Context: an optimization exercise on an open-source flow, tuned for small area. The choices shown serve that exercise and are no tape-out recipe. At most, simulation tests tie the RTL to the original design; equivalence was not proved. No activity file was given, so power comes from the tool's default toggle rates.

the previous run:
==> flow/design.v (excerpt) <==
module vdc_top (
	input  logic          clk,
	input  logic          reset,
	input  logic          cs,            
	input  logic          we,            
	input  logic [7:0]    db_in,
	input  logic [6:0]    direct_reg,    
	input  logic [3:0]    rgbi,          
	output logic [7:0]    db_out,
	output logic          hsync,
	output logic          vsync,
	output logic          irq,
	output vdc_pkg::rgb_t rgb
);
For scale: about 1,500 cells after synthesis, about 58 I/O pins, ~0.022 mm^2 of cells after synthesis.
export LEC_CHECK = 0
export CAP_MARGIN = 0
export CORE_MARGIN = 2
export CORE_UTILIZATION = 40
export CTS_BUF_LIST = sky130_fd_sc_hd__clkbuf_8
export CTS_CLUSTER_DIAMETER = 50
export CTS_CLUSTER_SIZE = 16
export SLEW_MARGIN = 0
create_clock -name core_clock -period 8.0 [get_ports {clk}]
standard.sh (not shown) runs the stock make flow with config.mk's settings and CLKGATE_MAP_FILE= SYNTH_SCRIPT=/design/flow/synth_recipe.tcl, a recipe that flattens the netlist after the stock synthesis.
==> flow/flow/run.sh <==
#!/bin/bash
# Standard layout, with two changes: ports are buffered with the smallest
# buffer, and clock tree synthesis inserts no dummy loads.
set -euo pipefail
export BUFFER_PORTS_ARGS="-buffer_cell sky130_fd_sc_hd__buf_1"
export CTS_ARGS="-sink_clustering_enable -repair_clock_nets -sink_clustering_size 16 -sink_clustering_max_diameter 100 -buf_list sky130_fd_sc_hd__clkbuf_8 -dont_use_dummy_load"
bash standard.sh > standard.log 2>&1
Setup changes, the previous run to the current run
==> flow/flow/run.sh <==
#!/bin/bash
# The standard layout (standard.sh, all steps) with three changes:
#  - synthesis maps the logic with an area-oriented ABC script (abc.script beside this
#    file), run from a copy of ORFS's scripts folder that differs only in that script;
#    flip-flops are mapped before ABC runs, so the registers are those of the standard
#    synthesis
#  - ports are buffered with the smallest buffer
#  - clock tree synthesis inserts no dummy loads
set -euo pipefail
work=$(pwd)
rm -rf "$work/scripts"
cp -r "$FLOW_HOME/scripts" "$work/scripts"
cp "$work/flow/abc.script" "$work/scripts/abc_speed.script"
export BUFFER_PORTS_ARGS="-buffer_cell sky130_fd_sc_hd__buf_1"
export CTS_ARGS="-sink_clustering_enable -repair_clock_nets -sink_clustering_size 16 -sink_clustering_max_diameter 50 -buf_list sky130_fd_sc_hd__clkbuf_8 -dont_use_dummy_load"
bash standard.sh "SCRIPTS_DIR=$work/scripts" finish > "$work/standard.log" 2>&1
==> flow/flow/abc.script (new file) <==
&get -n
&st
&dch -f
&nf -R 1000 -p
&put
buffer -c
topo
stime -c
upsize -c
dnsize -c
### Flow results
The current run went all the way through the flow, and no timing, DRC or antenna check failed.
Sequential share of power (the current run over the previous run): decrease, 1.1 points
Lower logic depth of the worst path, buffers included was reported by the previous run, not the current run.
Final net count (the current run vs. the previous run) decreases by a few percent
Relative to the previous run, first-iteration DRC count has decreased by 141 in the current run.
Post-layout minimum cycle time, the previous run and the current run, lower one = the previous run.
Taking the previous run as the reference point, the critical path data required time of the current run rises by 0.12 ns.
On all-layer global routing usage: the current run sits below the previous run.
Taking the previous run as the reference, in the current run maximum vdd drop went up by about 40%; register area share after synthesis went up by 2.5 points; fraction of power spent switching nets went down by 1.1 points; final wirelength went down by 12%.

---

Another version of the RTL of vdc_top (not shown whole).
For scale: ~1800 cells after synthesis, roughly 530 flip-flops, roughly 58 I/O pins, about 0.022 sq mm of cells after synthesis.
clock: 8.0 ns
lec_check: 0
cap_margin: 0
core_margin: 2
core_utilization: 40
cts_buf_list: sky130_fd_sc_hd__clkbuf_8
cts_cluster_diameter: 50
cts_cluster_size: 16
slew_margin: 0
run.sh (not shown) runs the stock make flow with config.mk's settings and CLKGATE_MAP_FILE= SYNTH_SCRIPT=/design/flow/synth_recipe.tcl, a recipe that flattens the netlist after the stock synthesis.
Stock flow here: none of the scripts above is used.
The baseline finished clean.
Then changed:
Settings changed: CTS_BUF_LIST sky130_fd_sc_hd__clkbuf_8 to sky130_fd_sc_hd__clkbuf_4, CTS_CLUSTER_DIAMETER 50 to 40, CTS_CLUSTER_SIZE 16 to 10.
After rerunning: Routed wire length rises by 0.55%. First-iteration DRC count came out higher by 1.1%. Global-route usage goes up by 0.40 points. Die area stays the same. Clock-buffer cell count rises by 48. Sequential share of layout area decreases by 0.29 points. Worst setup slack gets better by 160 ps. Hold slack gets worse by 6.5 ps.
No run of this note included a check of the RTL's function; only the layout flow was run.

re-timing with driven ports:
The flow's constraints put no driver on any port. The routed layouts listed below were extracted and timed again, unchanged, in two steps. Step 1 assumes that a clkbuf_16 drives the clock port and a buf_2 every other input. Step 2 adds t to the input delays and takes it off the output delays; t is the mean of the earliest and latest rising clock arrival at the registers after step 1. Input paths then give back, and output paths get back, about the clock's delay inside the block. Three values: ideal, step 1, step 2; two values: the first two.
run | t (ns) | setup WS [ns] | worst hold slack (ns) | worst setup path at the end | cell pins on the clock port's net
the previous run | 0.684 | 3.653 / 3.679 / 2.994 | 0.465 / 0.465 / 0.465 | input to register | 1
the current run | 0.665 | 2.931 / 2.891 / 2.226 | 0.415 / 0.415 / 0.415 | input to register | 1
the first run of note 2 | 0.711 | 3.158 / 3.159 / 2.448 | 0.467 / 0.467 / 0.467 | input to register | 1
the second run of note 2 | 0.884 | 3.314 / 3.315 / 2.431 | 0.460 / 0.460 / 0.460 | input to register | 1
After both steps every run listed still meets setup and hold. For the second run of note 2, which loses most, drivers alone change the setup slack by +0.001 ns; drivers and shift together by -0.883 ns.
